Background: an optimization exercise with open tools, aiming at small area, a short achievable clock period and few clock cycles per item. Do not read the settings as production practice.
At most, simulation tests tie the RTL to the original design; equivalence was not proved.
Only the layout flow was run in run 4; the RTL was not checked for function there.
Power and IR drop assume default switching activity.

==> design/flow/config.mk <==
export PLATFORM = sky130hd
export DESIGN_NAME = unordered_value_table_unit
export DESIGN_NICKNAME = unordered_value_table_unit
export VERILOG_FILES = /design/flow/design.v
export SDC_FILE = /design/flow/constraint.sdc
export NUM_CORES = 4
export LEC_CHECK = 0
export CAP_MARGIN = 20
export CORE_MARGIN = 2
export CORE_UTILIZATION = 40
export CTS_BUF_LIST = sky130_fd_sc_hd__clkbuf_16
export CTS_CLUSTER_DIAMETER = 80
export CTS_CLUSTER_SIZE = 30
export PLACE_DENSITY = 0.6
export SETUP_SLACK_MARGIN = 2.4
export SLEW_MARGIN = 20
==> design/flow/flow/run.sh <==
#!/bin/bash
# Standard layout with two changes: ports are buffered by a plain buffer
# instead of the default pick, and the resizer may change a cell's footprint
# in every stage (the platform limits it to same-footprint swaps before
# global routing).
set -euo pipefail
export BUFFER_PORTS_ARGS="-buffer_cell sky130_fd_sc_hd__buf_4"
sed 's/CLKGATE_MAP_FILE= /CLKGATE_MAP_FILE= MATCH_CELL_FOOTPRINT=0 /' standard.sh > standard_fp.sh
cp standard_fp.sh standard_fp.sh.log
bash standard_fp.sh > standard.log 2>&1
==> design/flow/standard.sh <==
#!/bin/bash
# synth_recipe.tcl (not shown) runs the flow's synth.tcl, then flattens the netlist and writes it again
# the make line also repeats each setting of config.mk as NAME=value (left out here)
make -C /OpenROAD-flow-scripts/flow DESIGN_CONFIG=/design/flow/config.mk WORK_HOME=/design/flow/orfs CLKGATE_MAP_FILE= SYNTH_SCRIPT=/design/flow/synth_recipe.tcl "${@:-finish}"
==> design/flow/design.v <==
`timescale 1ns / 1ps
package uvt_pkg;
    localparam int CmdW    = 2;
    localparam int ValueW  = 32;
    localparam int StatusW = 2;
    localparam int FoundW  = 4;
    localparam int CountW  = 5;
    localparam int InDataW  = 40;
    localparam int OutDataW = 16;
    typedef enum logic [CmdW-1:0] {
        CMD_APPEND = 2'd0,
        CMD_POP    = 2'd1,
        CMD_LOCATE = 2'd2,
        CMD_REMOVE = 2'd3
    } uvt_cmd_t;
    typedef enum logic [StatusW-1:0] {
        STAT_OK        = 2'd0,
        STAT_NOT_FOUND = 2'd1,
        STAT_FULL      = 2'd2,
        STAT_EMPTY     = 2'd3
    } uvt_status_t;
    typedef enum logic [1:0] {
        ST_IDLE,
        ST_SCAN,
        ST_MOVE,
        ST_RESP
    } uvt_state_t;
endpackage
`timescale 1ns / 1ps
module uvt_ram #(
    parameter int WIDTH = 32,
    parameter int DEPTH = 16
) (
    input  logic                     aclk,
    input  logic [DEPTH-1:0]         we,      
    input  logic [WIDTH-1:0]         wdata,   
    input  logic [DEPTH-1:0]         lsel,    
    input  logic [WIDTH-1:0]         key,     
    output logic [DEPTH-1:0]         eq_lo,   
    output logic [DEPTH-1:0]         eq_hi,   
    output logic [WIDTH-1:0]         rdata    
);
    logic [WIDTH-1:0] mem [DEPTH];
    always_ff @(posedge aclk) begin
        for (int j = 0; j < DEPTH; j++) begin
            if (we[j]) mem[j] <= wdata;
        end
    end
    always_comb begin
        rdata = '0;
        for (int j = 0; j < DEPTH; j++) begin
            eq_lo[j] = (mem[j][WIDTH/2-1:0] == key[WIDTH/2-1:0]);
            eq_hi[j] = (mem[j][WIDTH-1:WIDTH/2] == key[WIDTH-1:WIDTH/2]);
            rdata = rdata | (mem[j] & {WIDTH{lsel[j]}});
        end
    end
endmodule
`timescale 1ns / 1ps
import uvt_pkg::*;
module unordered_value_table_unit #(
    parameter int DEPTH = 16
) (
    input  logic                aclk,
    input  logic                aresetn,
    input  logic                s_tvalid,
    output logic                s_tready,
    input  logic [uvt_pkg::InDataW-1:0]  s_tdata,
    output logic                m_tvalid,
    input  logic                m_tready,
    output logic [uvt_pkg::OutDataW-1:0] m_tdata
);
    localparam int AW = $clog2(DEPTH);
    localparam int CW = $clog2(DEPTH + 1);
    localparam int RW = StatusW + FoundW + CountW;
    logic              s_tready_reg;
    logic              e_valid;
    logic [CmdW-1:0]   e_cmd;
    logic [ValueW-1:0] e_val;
    logic [DEPTH-1:0]  e_eq_lo;
    logic [DEPTH-1:0]  e_eq_hi;
    logic [DEPTH-1:0]  e_fix_sel;    
    logic              e_fix_val;    
    logic [CW-1:0]     cnt_reg;
    logic [DEPTH-1:0]  occ;
    logic [DEPTH-1:0]  last_sel;
    logic [1:0]        q_n;
    logic [RW-1:0]     q_head;
    logic [RW-1:0]     q_tail;
    logic              accept;
    logic              fire;
    logic              pop;
    logic [1:0]        q_n_next;
    logic              e_valid_next;
    assign accept = s_tvalid && s_tready_reg;
    assign fire   = e_valid && !q_n[1];
    assign pop    = q_n != 2'd0 && m_tready;
    assign q_n_next     = q_n - 2'(pop) + 2'(fire);
    assign e_valid_next = accept || (e_valid && !fire);
    assign s_tready = s_tready_reg;
    assign m_tvalid = q_n != 2'd0;
    assign m_tdata  = {{(OutDataW-RW){1'b0}}, q_head};
    logic [CmdW-1:0]   s_cmd;
    logic [ValueW-1:0] s_val;
    logic [DEPTH-1:0]  c_eq_lo;
    logic [DEPTH-1:0]  c_eq_hi;
    logic              c_fix_eq;
    logic [ValueW-1:0] last_val;
    assign s_cmd     = s_tdata[CmdW-1:0];
    assign s_val     = s_tdata[CmdW+ValueW-1:CmdW];
    assign c_fix_eq  = is_rem ? (s_val == last_val) : (s_val == e_val);
    logic              is_app, is_pop, is_loc, is_rem;
    logic [DEPTH-1:0]  eq;
    logic [DEPTH-1:0]  hit;
    logic [DEPTH-1:0]  first;
    logic [DEPTH-1:0]  app_sel;
    logic [DEPTH-1:0]  we;
    logic [ValueW-1:0] wdata;
    logic              any_hit;
    logic [AW-1:0]     fidx;
    logic              empty, full;
    logic              grow, shrink;
    logic [CW-1:0]     cnt_next;
    logic [DEPTH-1:0]  occ_next;
    logic [DEPTH-1:0]  last_next;
    logic [StatusW-1:0] stat;
    logic [RW-1:0]     res;
    assign is_app = e_cmd == CMD_APPEND;
    assign is_pop = e_cmd == CMD_POP;
    assign is_loc = e_cmd == CMD_LOCATE;
    assign is_rem = e_cmd == CMD_REMOVE;
    assign empty  = !occ[0];
    assign full   = occ[DEPTH-1];
    always_comb begin
        eq = (e_eq_lo & e_eq_hi & ~e_fix_sel) | (e_fix_sel & {DEPTH{e_fix_val}});
        hit = eq & occ;
        first = '0;
        fidx = '0;
        for (int j = DEPTH - 1; j >= 0; j--) begin
            if (hit[j]) begin
                first = '0;
                first[j] = 1'b1;
                fidx = AW'(j);
            end
        end
        any_hit = |hit;
        app_sel = {last_sel[DEPTH-2:0], empty};
    end
    assign wdata = is_rem ? last_val : e_val;
    assign we    = fire ? (is_app ? app_sel : is_rem ? first : '0) : '0;
    assign grow   = is_app && !full;
    assign shrink = (is_pop && !empty) || (is_rem && any_hit);
    always_comb begin
        cnt_next  = cnt_reg;
        occ_next  = occ;
        last_next = last_sel;
        if (grow) begin
            cnt_next  = cnt_reg + CW'(1);
            occ_next  = {occ[DEPTH-2:0], 1'b1};
            last_next = app_sel;
        end else if (shrink) begin
            cnt_next  = cnt_reg - CW'(1);
            occ_next  = {1'b0, occ[DEPTH-1:1]};
            last_next = {1'b0, last_sel[DEPTH-1:1]};
        end
    end
    always_comb begin
        if (is_app) stat = full ? STAT_FULL : STAT_OK;
        else if (empty) stat = STAT_EMPTY;
        else if (is_pop || any_hit) stat = STAT_OK;
        else stat = STAT_NOT_FOUND;
    end
    assign res = {cnt_next, (is_loc || is_rem) ? fidx : AW'(0), stat};
    uvt_ram #(
        .WIDTH(ValueW),
        .DEPTH(DEPTH)
    ) u_entries (
        .aclk  (aclk),
        .we    (we),
        .wdata (wdata),
        .lsel  (last_sel),
        .key   (s_val),
        .eq_lo (c_eq_lo),
        .eq_hi (c_eq_hi),
        .rdata (last_val)
    );
    always_ff @(posedge aclk) begin
        if (!aresetn) begin
            e_valid      <= 1'b0;
            s_tready_reg <= 1'b1;
            cnt_reg      <= '0;
            occ          <= '0;
            last_sel     <= '0;
            q_n          <= 2'd0;
        end else begin
            e_valid      <= e_valid_next;
            s_tready_reg <= !e_valid_next || !q_n_next[1];
            if (fire) begin
                cnt_reg  <= cnt_next;
                occ      <= occ_next;
                last_sel <= last_next;
            end
            q_n <= q_n_next;
        end
    end
    always_ff @(posedge aclk) begin
        if (accept) begin
            e_cmd     <= s_cmd;
            e_val     <= s_val;
            e_eq_lo   <= c_eq_lo;
            e_eq_hi   <= c_eq_hi;
            e_fix_sel <= we;
            e_fix_val <= c_fix_eq;
        end
        if (q_n == 2'd0 || (q_n == 2'd1 && pop)) begin
            if (fire) q_head <= res;
        end else if (q_n == 2'd2 && pop) begin
            q_head <= q_tail;
        end
        if (fire && q_n == 2'd1 && !pop) q_tail <= res;
    end
endmodule
==> design/flow/constraint.sdc <==
create_clock -name core_clock -period 5.0 [get_ports {aclk}]
set_input_delay 1.0000 -clock core_clock [delete_from_list [all_inputs] [get_ports {aclk}]]
set_output_delay 1.0000 -clock core_clock [all_outputs]
set_load 0.01 [all_outputs]
==> impl_metrics.py, run 1 <==
metrics = {
    "floorplan": {
        "initial_utilization_pct": 40.2,
        "die_area_um2": 81300,
        "fp.dieW_um": 285,
        "coreArea_um2": 78600,
        "die_y_um": 285,
        "io_pins": 62,
        "rows": 103,
    },
    "pwr": {
        "power_density_nw_per_um2": 359,
        "ir_worst_vdd_mv": 0.213,
        "switching_share_pct": 31.2,
        "clkPwrFrac_pct": 27.0,
        "p_leak_nw": 11.7,
        "pwr-share-seq_pct": 50.6,
        "intPower_mw": 9.17,
        "p_comb_share_pct": 22.4,
        "total_power_mw": 13.3,
        "switchingPower_mw": 4.15,
    },
    "setup_path": {
        "arrival_ps": 3140,
        "r2r_slack_ps": 2190,
        "crit_path_end_kind": "flop",
        "crit_path_start_kind": "flop",
        "cp_slowest_cell": "edfxtp_1",
        "required_ps": 5330,
        "cpPeakStageDelay_ps": 480,
        "crit_chain": "buf_6 > nand2_4 > a21boi_4 > nor4_4 > nand4_1 > buf_4 > nor4_4 > buf_4 > a32oi_4 > nor2_4 > buf_12 > clkbuf_16",
        "crit_type": "reg2reg",
        "critical_path_peak_fanout": 8,
        "crit_start": "e_fix_val",
        "rr_startpoint": "e_fix_val",
    },
    "clock_tree": {
        "cts_hold_buf": 0,
        "h-tree-depth": 2,
        "root_buffer": "clkbuf_16",
        "clk_latency_ps": 630,
        "clkTransAtPathRegs_ps": 110,
        "clk_path_buf_depth": 3,
        "cts_tree": "yes",
        "clkSinkCount": 658,
        "cts_made_buffers": 35,
    },
    "synthesis": {
        "netlist_area_um2": 31600,
        "syn_inst": 2365,
        "ys_ff_latch": 658,
        "yosysTopAreaCellShare_pct": 58.6,
        "synth_largest_area_cell": "edfxtp_1",
        "ys_warn_count": 3,
        "syn_area_per_cell_um2": 13.4,
        "synth_area_leaders": "edfxtp_1 59%, xnor2_1 15%, nand4_1 3.0%",
        "synthTopCellsByCount": "617 x edfxtp_1, 558 x xnor2_1, 161 x nand2_1",
        "synth_edf_count": 617,
        "synthFlopType": "edfxtp_1",
        "synth_seq_area_share_pct": 61.2,
        "synth_cell_types": 67,
        "yosysMostFrequentCell": "edfxtp_1",
        "synth-async-reset-ratio_pct": 0,
    },
    "timing": {
        "slew_violations": 0,
        "finClkSkew_ps": 44.3,
        "setup-tns-final_ps": 0,
        "timing.fmax_mhz": 356,
        "hold_violations": 0,
        "tightest_slew_ps": 1180,
        "min_period_ps": 2810,
        "rsz0062_at_grt": "true",
        "fin_crit_sh_pct": 56.2,
        "setup_viol": 0,
        "fin_ws_ps": 2190,
        "maxSlewHeadroom_pct": 20.9,
    },
    "placement": {
        "dp.final_hpwl_mm": 81.3,
        "preCtsSetupSlack_ps": 1370,
        "io_buffers": 50,
        "dpl_cell_area_um2": 33200,
        "gp_congestion": 1.04,
    },
    "cells_and_area": {
        "post-route-util_pct": 47.2,
        "fillers": 6868,
        "largest_register_ffs": 512,
        "stdcell_area_um2": 37100,
        "nets": 2567,
        "drive_gt1_share_pct": 19.0,
        "max_flop_register": "u_entries.mem",
        "area_growth_pct": 17.5,
        "top_regs": "u_entries.mem (512), e_val (32)",
    },
    "routing": {
        "routed_wl_mm": 130,
        "via_per_inst": 6.51,
        "antenna_left": 0,
        "drt_first_pass_iters": 9,
        "drt-wirelength-per-cell_um": 36.1,
        "drt_iter0_markers": 4364,
        "drc": 0,
        "dr_total_vias": 23400,
    },
    "hold_path": {
        "hp-start": "q_tail[5]",
        "hp-class": "reg2reg",
    },
    "global_route": {
        "grt_start_max_net_pins": 44,
        "overflow": 0,
        "track_usage_pct": 30.1,
        "grt_pass1_wl_mm": 172,
        "antenna_found_initial": 6,
        "grt_pass1_vias": 21200,
    },
    "run": {
        "max-cap-violations": 0,
    },
    "status": {
        "status": "no timing/DRC/antenna violations",
    },
}
[repair_timing]
action	4_1_cts	5_1_grt
hold endpoints to repair	0	0
pin swaps	22	35
endpoints found under the setup margin	665	392
gates resized for setup	114	80
setup buffers	77	38
gates cloned	16	13
[layout by cell type, fill, tap and decap left out, types with 10 or more instances in the layout]
cell type / count
a22oi_1: 78
nand3b_1: 13
and2_1: 12
dfxtp_1: 25
nand2_1: 156
nor2_4: 18
a21oi_1: 10
nor2_1: 31
o211a_1: 30
nand4_1: 154
nor4_2: 15
edfxtp_1: 617
xor2_1: 10
a221oi_2: 19
buf_4: 190
buf_6: 21
clkbuf_16: 56
nor3_1: 10
and4_1: 14
a22o_1: 85
dfxtp_4: 16
buf_12: 35
buf_8: 10
nand3_1: 42
o21ai_0: 41
xnor2_1: 554
a221oi_1: 66
nor4_1: 34
inv_1: 14
[stage by stage]
stage,instances,hold slack (ps)
2_1_floorplan,2369,491
3_3_place_gp,3388,509
3_5_place_dp,3388,507
4_1_cts,3545,549
5_1_grt,3596,573
6_report,3597,542
[critical path, delay by kind of cell, from the launching register on]
family | cells | cell delay (ps)
simple gates | 5 | 900
buf+inv | 5 | 950
flops | 1 | 480
compound gates | 2 | 190
[cells by family (layout without fill, tap and decap cells)]
logic type / after synthesis / count (layout) / synth area share, %
other cells: 1 / 6 / 0.0119
fa+ha+maj: 4 / 4 / 0.158
buf+inv: 182 / 358 / 3.09
simple gates: 548 / 548 / 9.38
xor+xnor: 568 / 568 / 15.7
mux: 7 / 7 / 0.241
flops: 658 / 658 / 61.2
compound gates: 397 / 398 / 10.2
[per-layer routing]
layer	share of wire, %	GRT usage [%]	wire length [um]
met5	0.037	0	48
met4	5.4	10.6	7030
met3	15	7.56	19500
met2	41	44.0	53600
met1	38	43.2	49600
[final timing paths]
| kind | to | cells after the start |
|---|---|---|
| worst min register to register | q_head[5] | 2 |
| worst max-delay path | u_entries.mem[13][7] | 12 |
| worst min-delay path | q_head[5] | 2 |
| worst max register to register | u_entries.mem[13][7] | 12 |
[layout make-up]
| cell class | instances | area, um^2 | area share, % |
|---|---|---|---|
| Tap cell | 1050 | 1310 | 3.54 |
| Timing Repair Buffer | 283 | 3180 | 8.57 |
| Sequential cell | 658 | 19400 | 52.3 |
| Multi-Input combinational cell | 1530 | 12000 | 32.2 |
| Antenna cell | 1 | 2.50 | 0.00674 |
| Inverter | 11 | 41.3 | 0.111 |
| Clock inverter | 28 | 328 | 0.883 |
| Clock buffer | 36 | 901 | 2.43 |
[power groups by stage]
stage               Clock [mW]  Sequential, mW  Combinational, mW
finish                    3.60            6.73               2.99
detailed placement           0            6.95               2.43
global route              3.78            6.75               3.09
global placement             0            6.94               2.41
CTS                       3.59            6.74               2.74
floorplan                    0            6.78               1.56
Testbench counts, summed over its fixed seeds: cycles 12,016, items 12,000.
==> run 2, diff against run 1 <==
--- a/design/flow/config.mk
+++ b/design/flow/config.mk
@@ -12,5 +12,5 @@
 export CTS_CLUSTER_DIAMETER = 80
 export CTS_CLUSTER_SIZE = 30
 export PLACE_DENSITY = 0.6
-export SETUP_SLACK_MARGIN = 2.4
+export SETUP_SLACK_MARGIN = 2.3
 export SLEW_MARGIN = 20
==> run 2 against run 1 <==
Effect of this change:
- still clean on timing, DRC and antenna
- die area did not move
- global-route usage rose by 0.26 points
- worst hold slack got worse by 8.0 ps
- non-clock buffer count fell by 49
- design area fell by 2.5%
- sequential cell count did not move
==> impl_metrics.py, run 2 <==
metrics = {
    "floorplan": {
        "rows": 103,
        "initial_utilization_pct": 40.2,
        "fp.dieW_um": 285,
        "die_y_um": 285,
        "die_area_um2": 81300,
        "coreArea_um2": 78600,
        "io_pins": 62,
    },
    "setup_path": {
        "crit_start": "s_tdata[24]",
        "critical_path_peak_fanout": 19,
        "crit_path_start_kind": "input port",
        "required_ps": 5280,
        "arrival_ps": 3070,
        "rr_startpoint": "e_fix_val",
        "crit_path_end_kind": "flop",
        "crit_type": "in2reg",
    },
    "timing": {
        "maxSlewHeadroom_pct": 18.3,
        "slew_violations": 0,
        "hold_violations": 0,
        "finClkSkew_ps": 41.4,
        "rsz0062_at_grt": "true",
        "setup-tns-final_ps": 0,
        "timing.fmax_mhz": 358,
        "tightest_slew_ps": 1220,
        "fin_crit_sh_pct": 55.9,
        "setup_viol": 0,
        "min_period_ps": 2800,
    },
    "cells_and_area": {
        "largest_register_ffs": 512,
        "fillers": 7006,
        "stdcell_area_um2": 36200,
        "top_regs": "u_entries.mem (512), e_val (32)",
        "layout_commonest_cell": "edfxtp_1",
        "area_growth_pct": 14.6,
        "drive_gt1_share_pct": 16.2,
        "layout_common_cells": "617 x edfxtp_1, 557 x xnor2_1, 167 x buf_4",
        "nets": 2517,
        "max_flop_register": "u_entries.mem",
    },
    "pwr": {
        "power_density_nw_per_um2": 362,
        "p_leak_nw": 11.3,
        "ir_worst_vdd_mv": 0.201,
    },
    "global_route": {
        "grtUsageMet1_pct": 42.7,
        "grt_start_max_net_pins": 61,
        "top_usage_layer": "met2",
        "grt_pass1_wl_mm": 172,
        "grt_pass1_vias": 21200,
        "overflow": 0,
        "use_met3_pct": 8.69,
        "antenna_found_initial": 6,
        "use_met2_pct": 43.8,
        "track_usage_pct": 30.3,
    },
    "clock_tree": {
        "clkTransAtPathRegs_ps": 110,
        "cts_made_buffers": 34,
        "root_buffer": "clkbuf_16",
        "clk_path_buf_depth": 3,
        "clk_latency_ps": 630,
        "h-tree-depth": 2,
        "cts_tree": "yes",
        "cts_hold_buf": 0,
        "clkSinkCount": 658,
    },
    "hold_path": {
        "hp-class": "reg2reg",
        "hp-start": "q_tail[5]",
    },
    "synthesis": {
        "yosysMostFrequentCell": "edfxtp_1",
        "ys_ff_latch": 658,
        "syn_area_per_cell_um2": 13.4,
        "synth_edf_count": 617,
        "synthTopCellsByCount": "617 x edfxtp_1, 558 x xnor2_1, 161 x nand2_1",
        "synthFlopType": "edfxtp_1",
        "synth_area_leaders": "edfxtp_1 59%, xnor2_1 15%, nand4_1 3.0%",
        "synth-async-reset-ratio_pct": 0,
        "ys_warn_count": 3,
        "synth_largest_area_cell": "edfxtp_1",
        "syn_inst": 2365,
        "synth_cell_types": 67,
        "yosysTopAreaCellShare_pct": 58.6,
        "netlist_area_um2": 31600,
        "synth_seq_area_share_pct": 61.2,
    },
    "routing": {
        "antenna_left": 0,
        "drt_first_pass_iters": 6,
        "drt_iter0_markers": 4009,
        "drt-wirelength-per-cell_um": 35.7,
        "dr_total_vias": 22800,
        "routed_wl_mm": 127,
        "drc": 0,
        "via_per_inst": 6.42,
    },
    "placement": {
        "dp.final_hpwl_mm": 82.1,
        "dpl_cell_area_um2": 33300,
        "io_buffers": 50,
        "gp_congestion": 1.00,
    },
    "status": {
        "status": "no timing/DRC/antenna violations",
    },
    "run": {
        "max-cap-violations": 0,
    },
}
run 2: cell counts after synthesis:
No cell type changed its count.
run 2: logic make-up after synthesis:
kind of cell             count (synthesis)  synth area share, %
flip-flops                             658                 61.2
XOR/XNOR                               568                 15.7
AND/OR/NAND/NOR                        548                 9.38
AO/OA/AOI/OAI                          397                 10.2
buffers and inverters                  182                 3.09
multiplexers                             7                0.241
adder cells (fa/ha/maj)                  4                0.158
other                                    1               0.0119
run 2: critical path, cell delays in order:
cell and delay (ps):
buf_4 210, xnor2_1 570, nand4_1 330, nor4_1 930
run 2: repair_timing:
item,4_1_cts,5_1_grt
resized for setup,77,37
buffers inserted,59,20
pin swaps,29,16
endpoints found under the setup margin,629,416
gates cloned,15,0
run 2: routing by layer:
layer,vias to the layer above,share of wire [%]
met5,-,0.066
met4,12,5.1
met3,320,14
met2,1826,42
met1,11400,39
li1,9193,-
run 2: cell type report:
cell class / count / area, um^2 / area share (%)
flip-flops and latches: 658 / 19400 / 53.6
multi-input cells: 1530 / 11700 / 32.4
repair buffers: 234 / 2520 / 6.97
well taps: 1050 / 1310 / 3.63
clock buffers: 34 / 851 / 2.35
clock inverters: 26 / 339 / 0.936
inverters: 11 / 41.3 / 0.114
diodes: 3 / 7.51 / 0.0207
run 2: report_power, final:
part	leakage, nW	internal (mW)	switching [mW]
registers	6.01	6.55	0.186
logic	4.71	0.984	1.87
clock network	0.582	1.54	1.99
run 2: per-stage QoR:
| step | instances | hold slack [ps] | utilization, % | worst slack (ps) | total power [mW] |
|---|---|---|---|---|---|
| after floorplan | 2369 | 491 | - | 1930 | 8.34 |
| after global placement | 3389 | 513 | 42.4 | 1470 | 9.37 |
| after detailed placement | 3389 | 515 | 42.4 | 1410 | 9.39 |
| after CTS | 3523 | 538 | 45.5 | 2240 | 12.9 |
| after global routing | 3543 | 553 | 46.1 | 2220 | 13.4 |
| final | 3546 | 534 | 46.1 | 2200 | 13.1 |
run 2: path summary, 6_finish.rpt:
check	cells after the start	slack (ps)	endpoint
worst min register to register	2	530	q_head[5]
worst min-delay path	2	530	q_head[5]
worst max register to register	11	2280	u_entries.mem[14][10]
worst max-delay path	4	2200	e_eq_hi[3]
==> run 3, diff against run 2 <==
--- a/design/flow/config.mk
+++ b/design/flow/config.mk
@@ -8,9 +8,6 @@
 export CAP_MARGIN = 20
 export CORE_MARGIN = 2
 export CORE_UTILIZATION = 40
-export CTS_BUF_LIST = sky130_fd_sc_hd__clkbuf_16
-export CTS_CLUSTER_DIAMETER = 80
-export CTS_CLUSTER_SIZE = 30
 export PLACE_DENSITY = 0.6
 export SETUP_SLACK_MARGIN = 2.3
 export SLEW_MARGIN = 20
==> run 3 against run 2 <==
Effect of this change:
- routed wire length increased by 0.21%
- clock skew is 14 ps lower
- worst hold slack worse by 15 ps
- via count rose by 0.66%
- combinational power down 4%
- clock power is 56% higher
- non-clock buffer count shrank 15
- die area unchanged
- largest cell class unchanged
==> impl_metrics.py, run 3 <==
metrics = {
    "cells_and_area": {
        "stdcell_area_um2": 37200,
        "layout_commonest_cell": "edfxtp_1",
        "drive_gt1_share_pct": 16.9,
        "layout_common_cells": "617 x edfxtp_1, 557 x xnor2_1, 165 x buf_4",
        "top_regs": "u_entries.mem (512), e_val (32)",
        "stdcell_count": 3602,
        "nets": 2542,
        "post-route-util_pct": 47.3,
        "largest_register_ffs": 512,
        "fillers": 6937,
        "max_flop_register": "u_entries.mem",
        "area_growth_pct": 17.6,
    },
    "timing": {
        "hold_violations": 0,
        "fin_ws_ps": 2130,
        "fin_crit_sh_pct": 57.4,
        "setup_viol": 0,
        "rsz0062_at_grt": "true",
        "tightest_slew_ps": 1040,
        "slew_violations": 0,
        "finClkSkew_ps": 27.8,
        "whs_ps": 519,
        "min_period_ps": 2870,
        "maxSlewHeadroom_pct": 30.1,
        "timing.fmax_mhz": 349,
        "setup-tns-final_ps": 0,
    },
    "synthesis": {
        "synth_edf_count": 617,
        "synth_fa_ha_area_share_pct": 0.158,
        "synth_largest_area_cell": "edfxtp_1",
        "syn_inst": 2365,
        "yosysMostFrequentCell": "edfxtp_1",
        "ys_warn_count": 3,
        "synth_compound_area_share_pct": 10.2,
        "synth_mux_area_share_pct": 0.241,
        "synth-simple-area-share_pct": 9.38,
        "synth_area_leaders": "edfxtp_1 59%, xnor2_1 15%, nand4_1 3.0%",
        "synthFlopType": "edfxtp_1",
        "synth-xor-area-share_pct": 15.7,
        "synthTopCellsByCount": "617 x edfxtp_1, 558 x xnor2_1, 161 x nand2_1",
        "synth_cell_types": 67,
        "synth_top_family_by_area": "XOR/XNOR gates",
        "syn_area_per_cell_um2": 13.4,
        "synth-async-reset-ratio_pct": 0,
        "yosysTopAreaCellShare_pct": 58.6,
        "netlist_area_um2": 31600,
        "synth_seq_area_share_pct": 61.2,
        "ys_ff_latch": 658,
    },
    "global_route": {
        "grt_pass1_wl_mm": 171,
        "overflow": 0,
        "grt_start_max_net_pins": 61,
        "grt_pass1_vias": 21300,
        "antenna_found_initial": 8,
        "track_usage_pct": 30.0,
    },
    "setup_path": {
        "ff2ff_path_depth": 13,
        "critical_path_peak_fanout": 5,
        "crit_chain": "buf_6 > and2_1 > o21ai_4 > nor2b_4 > nand4_1 > buf_4 > nor4_4 > buf_4 > a32oi_2 > nor2_4 > buf_12 > buf_12 > clkbuf_16",
        "crit_family": "buffers and inverters",
        "cpPeakStageDelay_ps": 420,
        "path_buf_inv": 6,
        "cp_slowest_cell": "edfxtp_1",
        "r2r_slack_ps": 2130,
        "worst-path-stages": 13,
        "crit_path_end_kind": "flop",
        "crit_type": "reg2reg",
        "arrival_ps": 3200,
        "crit_path_start_kind": "flop",
        "required_ps": 5330,
    },
    "placement": {
        "preCtsSetupSlack_ps": 1410,
        "io_buffers": 50,
        "dpl_cell_area_um2": 33300,
        "gp_congestion": 1.00,
        "dpl.cell_count": 3389,
        "dp.final_hpwl_mm": 82.1,
    },
    "routing": {
        "drt_first_pass_iters": 6,
        "drc": 0,
        "antenna_left": 0,
        "dr_total_vias": 22900,
        "drt_iter0_markers": 4101,
        "via_per_inst": 6.36,
        "routed_wl_mm": 127,
        "drt-wirelength-per-cell_um": 35.2,
    },
    "pwr": {
        "total_power_mw": 15.0,
        "ir_worst_vdd_mv": 0.241,
        "power_density_nw_per_um2": 405,
        "p_leak_nw": 11.8,
    },
    "floorplan": {
        "initial_utilization_pct": 40.2,
        "io_pins": 62,
        "fp.dieW_um": 285,
        "rows": 103,
        "die_area_um2": 81300,
        "die_y_um": 285,
        "coreArea_um2": 78600,
    },
    "clock_tree": {
        "cts_made_buffers": 74,
        "h-tree-depth": 3,
        "cts_tree": "yes",
        "root_buffer": "clkbuf_16",
        "clkSinkCount": 658,
        "clkTransAtPathRegs_ps": 60,
        "clk_path_buf_depth": 3,
        "cts_hold_buf": 0,
        "clk_latency_ps": 620,
    },
    "status": {
        "status": "no timing/DRC/antenna violations",
    },
    "run": {
        "max-cap-violations": 0,
    },
    "hold_path": {
        "worstHoldPathCells": 2,
        "hp-class": "reg2reg",
    },
}
run 3: logic make-up after synthesis:
logic type	Yosys count
adder cells (fa/ha/maj)	4
buffers and inverters	182
AO/OA/AOI/OAI	397
AND/OR/NAND/NOR	548
multiplexers	7
flip-flops	658
other	1
XOR/XNOR	568
run 3: power by group:
| group | switching [mW] | internal (mW) | leakage, nW | total (mW) |
|---|---|---|---|---|
| Clock | 2.27 | 3.23 | 1.18 | 5.50 |
| Combinational | 1.79 | 0.945 | 4.61 | 2.74 |
| Sequential | 0.236 | 6.56 | 6.01 | 6.80 |
run 3: worst paths after layout:
path                                              end      start
worst max-delay path            u_entries.mem[13][19]  e_fix_val
worst min-delay path                        q_head[5]  q_tail[5]
worst max register to register  u_entries.mem[13][19]  e_fix_val
worst min register to register              q_head[5]  q_tail[5]
run 3: repair_timing:
action,in CTS,in global routing
setup buffers,50,12
endpoints found under the hold margin,0,0
resized for setup,77,34
endpoints found under the setup margin,630,304
cloned,9,8
pin swaps,19,11
run 3: cell type report:
cell class	instances	area [um^2]	share of cell area [%]
Sequential cell	658	19400	52.2
Multi-Input combinational cell	1530	11700	31.5
Timing Repair Buffer	219	2320	6.23
Clock buffer	92	1980	5.33
Tap cell	1050	1310	3.53
Clock inverter	41	418	1.12
Inverter	11	41.3	0.111
Antenna cell	1	2.50	0.00673
run 3: worst min-delay path, cell delays in order, from the launching register on:
cell	delay, ps
edfxtp_1	320
nand2_1	50
nand2_1	50
run 3: per-layer routing:
| metal | up-vias | share of wire, % | global-route usage, % |
|---|---|---|---|
| met3 | 301 | 14 | 7.98 |
| met4 | 12 | 4.9 | 11.8 |
| met5 | - | 0.066 | 0 |
| met1 | 11500 | 39 | 42.6 |
| met2 | 1848 | 42 | 43.8 |
| li1 | 9281 | - | - |
==> run 4, diff against run 3 <==
--- a/design/flow/design.v
+++ b/design/flow/design.v
@@ -36,8 +36,7 @@
     input  logic [WIDTH-1:0]         wdata,   
     input  logic [DEPTH-1:0]         lsel,    
     input  logic [WIDTH-1:0]         key,     
-    output logic [DEPTH-1:0]         eq_lo,   
-    output logic [DEPTH-1:0]         eq_hi,   
+    output logic [DEPTH-1:0]         eq,      
     output logic [WIDTH-1:0]         rdata    
 );
     logic [WIDTH-1:0] mem [DEPTH];
@@ -49,8 +48,7 @@
     always_comb begin
         rdata = '0;
         for (int j = 0; j < DEPTH; j++) begin
-            eq_lo[j] = (mem[j][WIDTH/2-1:0] == key[WIDTH/2-1:0]);
-            eq_hi[j] = (mem[j][WIDTH-1:WIDTH/2] == key[WIDTH-1:WIDTH/2]);
+            eq[j] = (mem[j] == key);
             rdata = rdata | (mem[j] & {WIDTH{lsel[j]}});
         end
     end
@@ -72,42 +70,32 @@
     localparam int AW = $clog2(DEPTH);
     localparam int CW = $clog2(DEPTH + 1);
     localparam int RW = StatusW + FoundW + CountW;
-    logic              s_tready_reg;
     logic              e_valid;
     logic [CmdW-1:0]   e_cmd;
     logic [ValueW-1:0] e_val;
-    logic [DEPTH-1:0]  e_eq_lo;
-    logic [DEPTH-1:0]  e_eq_hi;
+    logic [DEPTH-1:0]  e_eq;
     logic [DEPTH-1:0]  e_fix_sel;    
     logic              e_fix_val;    
     logic [CW-1:0]     cnt_reg;
     logic [DEPTH-1:0]  occ;
     logic [DEPTH-1:0]  last_sel;
-    logic [1:0]        q_n;
-    logic [RW-1:0]     q_head;
-    logic [RW-1:0]     q_tail;
+    logic              m_valid;
+    logic [RW-1:0]     m_res;
     logic              accept;
     logic              fire;
-    logic              pop;
-    logic [1:0]        q_n_next;
-    logic              e_valid_next;
-    assign accept = s_tvalid && s_tready_reg;
-    assign fire   = e_valid && !q_n[1];
-    assign pop    = q_n != 2'd0 && m_tready;
-    assign q_n_next     = q_n - 2'(pop) + 2'(fire);
-    assign e_valid_next = accept || (e_valid && !fire);
-    assign s_tready = s_tready_reg;
-    assign m_tvalid = q_n != 2'd0;
-    assign m_tdata  = {{(OutDataW-RW){1'b0}}, q_head};
+    assign fire   = e_valid && (!m_valid || m_tready);
+    assign accept = s_tvalid && s_tready;
+    assign s_tready = !e_valid || fire;
+    assign m_tvalid = m_valid;
+    assign m_tdata  = {{(OutDataW-RW){1'b0}}, m_res};
     logic [CmdW-1:0]   s_cmd;
     logic [ValueW-1:0] s_val;
-    logic [DEPTH-1:0]  c_eq_lo;
-    logic [DEPTH-1:0]  c_eq_hi;
+    logic [DEPTH-1:0]  c_eq;
     logic              c_fix_eq;
     logic [ValueW-1:0] last_val;
     assign s_cmd     = s_tdata[CmdW-1:0];
     assign s_val     = s_tdata[CmdW+ValueW-1:CmdW];
-    assign c_fix_eq  = is_rem ? (s_val == last_val) : (s_val == e_val);
+    assign c_fix_eq  = s_val == wdata;
     logic              is_app, is_pop, is_loc, is_rem;
     logic [DEPTH-1:0]  eq;
     logic [DEPTH-1:0]  hit;
@@ -131,7 +119,7 @@
     assign empty  = !occ[0];
     assign full   = occ[DEPTH-1];
     always_comb begin
-        eq = (e_eq_lo & e_eq_hi & ~e_fix_sel) | (e_fix_sel & {DEPTH{e_fix_val}});
+        eq = (e_eq & ~e_fix_sel) | (e_fix_sel & {DEPTH{e_fix_val}});
         hit = eq & occ;
         first = '0;
         fidx = '0;
@@ -179,43 +167,34 @@
         .wdata (wdata),
         .lsel  (last_sel),
         .key   (s_val),
-        .eq_lo (c_eq_lo),
-        .eq_hi (c_eq_hi),
+        .eq    (c_eq),
         .rdata (last_val)
     );
     always_ff @(posedge aclk) begin
         if (!aresetn) begin
             e_valid      <= 1'b0;
-            s_tready_reg <= 1'b1;
             cnt_reg      <= '0;
             occ          <= '0;
             last_sel     <= '0;
-            q_n          <= 2'd0;
+            m_valid      <= 1'b0;
         end else begin
-            e_valid      <= e_valid_next;
-            s_tready_reg <= !e_valid_next || !q_n_next[1];
+            e_valid      <= accept || (e_valid && !fire);
             if (fire) begin
                 cnt_reg  <= cnt_next;
                 occ      <= occ_next;
                 last_sel <= last_next;
             end
-            q_n <= q_n_next;
+            m_valid <= fire || (m_valid && !m_tready);
         end
     end
     always_ff @(posedge aclk) begin
         if (accept) begin
             e_cmd     <= s_cmd;
             e_val     <= s_val;
-            e_eq_lo   <= c_eq_lo;
-            e_eq_hi   <= c_eq_hi;
+            e_eq      <= c_eq;
             e_fix_sel <= we;
             e_fix_val <= c_fix_eq;
         end
-        if (q_n == 2'd0 || (q_n == 2'd1 && pop)) begin
-            if (fire) q_head <= res;
-        end else if (q_n == 2'd2 && pop) begin
-            q_head <= q_tail;
-        end
-        if (fire && q_n == 2'd1 && !pop) q_tail <= res;
+        if (fire) m_res <= res;
     end
 endmodule
==> design/flow/flow/run.sh (replaced) <==
#!/bin/bash
# Standard layout with three changes: ports are buffered by a plain buffer
# instead of the default pick, the resizer may change a cell's footprint in
# every stage (the platform limits it to same-footprint swaps before global
# routing), and wire parasitic estimates are raised 20% (setRC_scaled.tcl).
set -euo pipefail
here=$(pwd)
export BUFFER_PORTS_ARGS="-buffer_cell sky130_fd_sc_hd__buf_4"
export LAYER_PARASITICS_FILE="$here/flow/setRC_scaled.tcl"
sed 's/CLKGATE_MAP_FILE= /CLKGATE_MAP_FILE= MATCH_CELL_FOOTPRINT=0 /' standard.sh > standard_fp.sh
cp standard_fp.sh standard_fp.sh.log
bash standard_fp.sh > standard.log 2>&1
==> design/flow/flow/setRC_scaled.tcl (new file) <==
# The platform's layer parasitics with wire capacitance and resistance
# raised 20%, so that placement, clock tree and repair see wires closer
# to what extraction finds after detailed routing.
# correlateRC.py gcd,ibex,aes,jpeg,chameleon,riscv32i,chameleon_hier
# cap units pf/um
set_layer_rc -layer li1 -capacitance 1.798800e-04 -resistance 8.611200e-02
set_layer_rc -layer met1 -capacitance 2.068500e-04 -resistance 1.071480e-03
set_layer_rc -layer met2 -capacitance 1.634796e-04 -resistance 1.071480e-03
set_layer_rc -layer met3 -capacitance 2.579544e-04 -resistance 1.880400e-04
set_layer_rc -layer met4 -capacitance 1.777536e-04 -resistance 1.880400e-04
set_layer_rc -layer met5 -capacitance 1.849044e-04 -resistance 2.137200e-05
# end correlate

set_layer_rc -via mcon -resistance 9.249146E-3
set_layer_rc -via via -resistance 4.5E-3
set_layer_rc -via via2 -resistance 3.368786E-3
set_layer_rc -via via3 -resistance 0.376635E-3
set_layer_rc -via via4 -resistance 0.00580E-3

set_wire_rc -signal -layer met1
set_wire_rc -clock -layer met3
==> run 4 against run 3 <==
Effect of this change:
- still clean on timing, DRC and antenna
- sequential share of layout area decreased by 4.0 points
- routed wire length increased by 19%
- cell count decreased by 1.8%
- fmax decreased by 5.6%
- sequential cell count decreased by 29
- combinational power decreased by 34%
- clock-buffer cell count increased by 7
- global-route usage increased by 6.7 points
- critical path type unchanged
- critical endpoint is now e_fix_val
- largest cell class unchanged
- highest routed layer unchanged
==> impl_metrics.py, run 4 <==
metrics = {
    "routing": {
        "antenna_left": 0,
        "routed_wl_mm": 151,
        "dr_total_vias": 23800,
        "drt_first_pass_iters": 6,
        "drt_iter0_markers": 4604,
        "drc": 0,
        "via_per_inst": 6.72,
        "drt-wirelength-per-cell_um": 42.6,
    },
    "run": {
        "max-cap-violations": 0,
    },
    "floorplan": {
        "rows": 100,
        "io_pins": 62,
        "die_y_um": 278,
        "die_area_um2": 77300,
        "coreArea_um2": 74400,
        "fp.dieW_um": 278,
        "initial_utilization_pct": 40.3,
    },
    "synthesis": {
        "yosysMostFrequentCell": "edfxtp_1",
        "synthTopCellsByCount": "590 x edfxtp_1, 545 x xor2_1, 174 x a22oi_1",
        "synth_cell_types": 59,
        "syn_inst": 2248,
        "synth_edf_count": 590,
        "netlist_area_um2": 30000,
        "synth-async-reset-ratio_pct": 0,
        "yosysTopAreaCellShare_pct": 59.0,
        "synth_seq_area_share_pct": 61.6,
        "syn_area_per_cell_um2": 13.4,
        "ys_ff_latch": 629,
        "synthFlopType": "edfxtp_1",
        "synth_area_leaders": "edfxtp_1 59%, xor2_1 16%, a22oi_1 4.3%",
        "synth_largest_area_cell": "edfxtp_1",
        "ys_warn_count": 3,
    },
    "timing": {
        "setup_viol": 0,
        "tightest_slew_ps": 1180,
        "whs_ps": 506,
        "fin_crit_sh_pct": 60.8,
        "min_period_ps": 3040,
        "setup-tns-final_ps": 0,
        "hold_violations": 0,
        "maxSlewHeadroom_pct": 21.3,
        "timing.fmax_mhz": 329,
        "finClkSkew_ps": 33.9,
        "rsz0062_at_grt": "true",
        "slew_violations": 0,
    },
    "clock_tree": {
        "h-tree-depth": 3,
        "root_buffer": "clkbuf_16",
        "cts_tree": "yes",
        "clkTransAtPathRegs_ps": 60,
        "clk_path_buf_depth": 3,
        "clk_latency_ps": 660,
        "cts_made_buffers": 79,
        "cts_hold_buf": 0,
        "clkSinkCount": 629,
    },
    "global_route": {
        "grt_start_max_net_pins": 44,
        "overflow": 0,
        "track_usage_pct": 36.8,
        "antenna_found_initial": 6,
        "grt_pass1_vias": 21500,
        "grt_pass1_wl_mm": 191,
    },
    "setup_path": {
        "critical_path_peak_fanout": 4,
        "crit_path_start_kind": "flop",
        "crit_path_end_kind": "flop",
        "crit_type": "reg2reg",
        "arrival_ps": 3540,
        "required_ps": 5500,
    },
    "cells_and_area": {
        "post-route-util_pct": 51.7,
        "nets": 2538,
        "largest_register_ffs": 512,
        "max_flop_register": "u_entries.mem",
        "layout_common_cells": "590 x edfxtp_1, 538 x xor2_1, 171 x buf_4",
        "area_growth_pct": 28.1,
        "layout_commonest_cell": "edfxtp_1",
        "top_regs": "u_entries.mem (512), e_val (32)",
        "stdcell_count": 3538,
        "drive_gt1_share_pct": 23.8,
    },
    "pwr": {
        "total_power_mw": 13.9,
        "ir_worst_vdd_mv": 0.281,
        "power_density_nw_per_um2": 361,
        "p_leak_nw": 13.6,
    },
    "placement": {
        "gp_congestion": 1.05,
        "dp.final_hpwl_mm": 94.5,
        "io_buffers": 50,
        "dpl.cell_count": 3208,
    },
    "hold_path": {
        "hp-class": "reg2reg",
    },
    "status": {
        "status": "no timing/DRC/antenna violations",
    },
}
[run 4: cell count changes after synthesis, moves of 23 or more]
cell	delta
nand2_1	-59
mux2i_1	+25
a221oi_1	-39
clkbuf_1	+26
nand4_1	-85
nor4_1	+84
xnor2_1	-531
edfxtp_1	-27
a22oi_1	+93
a22o_1	-45
xor2_1	+535
buf_6	-23
[run 4: layer usage]
layer	vias to the layer above	GRT usage, %	part of all wire [%]
li1	9091	-	-
met1	11900	48.2	36
met2	2222	53.1	42
met3	528	11.0	14
met4	2	23.5	8.2
met5	-	0	0.0060
[run 4: final cells by class]
type / instances / area (um^2)
fillers: 6228 / 36000
well taps: 969 / 1210
repair buffers: 315 / 3990
clock buffers: 99 / 2080
clock inverters: 49 / 636
flip-flops and latches: 629 / 18600
multi-input cells: 1451 / 11900
inverters: 16 / 60.1
diodes: 10 / 25.0
[run 4: logic make-up after synthesis]
kind of cell / Yosys count / share of synthesized area [%]
xor gates and xnor gates: 572 / 16.7
muxes: 39 / 1.37
AOI/OAI and AO/OA: 388 / 9.99
other: 1 / 0.0125
and+or+nand+nor: 440 / 7.79
DFF: 629 / 61.6
buffers and inverters: 177 / 2.48
adders and majority gates: 2 / 0.0833
[run 4: through the flow]
step	worst slack [ps]	cell area, um^2
final	1960	38500
after detailed placement	1250	32100
after CTS	2000	36800
after global routing	1920	38500
after global placement	1190	32100
after floorplan	2110	30200
[run 4: path summary, 6_finish.rpt]
path	cells after the start	startpoint	slack, ps	endpoint
worst min register to register	1	occ[13]	510	occ[13]
worst max-delay path	11	last_sel[0]	1960	e_fix_val
worst max register to register	11	last_sel[0]	1960	e_fix_val
worst min-delay path	1	occ[13]	510	occ[13]
[run 4: where the power goes]
part | internal, mW | switching (mW)
logic | 0.572 | 1.23
clock network | 3.69 | 2.39
registers | 5.91 | 0.0861
[run 4: worst max-delay path: stages (launching register included)]
cell	delay [ps]
dfxtp_4	370
buf_16	160
buf_4	160
a22oi_1	180
nand4_1	240
nor3_2	300
xor2_1	180
nand4_1	270
nor4_4	470
a31oi_4	170
nor4_2	180
buf_4	180
[run 4: repair_timing]
action | CTS | global route
setup endpoints to repair | 774 | 439
cloned | 13 | 24
endpoints found under the hold margin | 0 | 0
buffers inserted | 91 | 43
gates resized for setup | 159 | 159
pin swaps | 26 | 58

[afterwards: timing with drivers on the ports]
No port has a modelled driver above. Below, the same layouts with a new extraction and two added sets of constraints. Step 1 sets driving cells, clkbuf_16 on the clock port and buf_2 on the other inputs (assumed; they add their load-dependent delay and slew). Step 2, shift: input delay + t, output delay - t, t = (earliest + latest rising clock arrival at the registers) / 2. This alone moves slack from input paths to output paths. a / b / c = no drivers / after step 1 / after step 2; a / b = the first two.
run	shift t [ns]	setup slack, ns	latest minus earliest clock arrival (ns)	worst register clock-pin slew, ns	worst slew at a driven data input, ns
run 1	0.678	2.191 / 2.191 / 1.669	0.044 / 0.045	0.12 / 0.12	0.13
run 2	0.678	2.204 / 2.236 / 1.558	0.043 / 0.043	0.11 / 0.11	0.12
run 3	0.675	2.131 / 2.131 / 1.481	0.033 / 0.032	0.07 / 0.07	0.11
run 4	0.718	1.959 / 1.959 / 1.320	0.035 / 0.034	0.06 / 0.06	0.11
After both steps setup and hold are still met in every run listed. The setup slack of run 3, which loses most, moves by 0.000 ns with the drivers and by -0.650 ns with both steps.
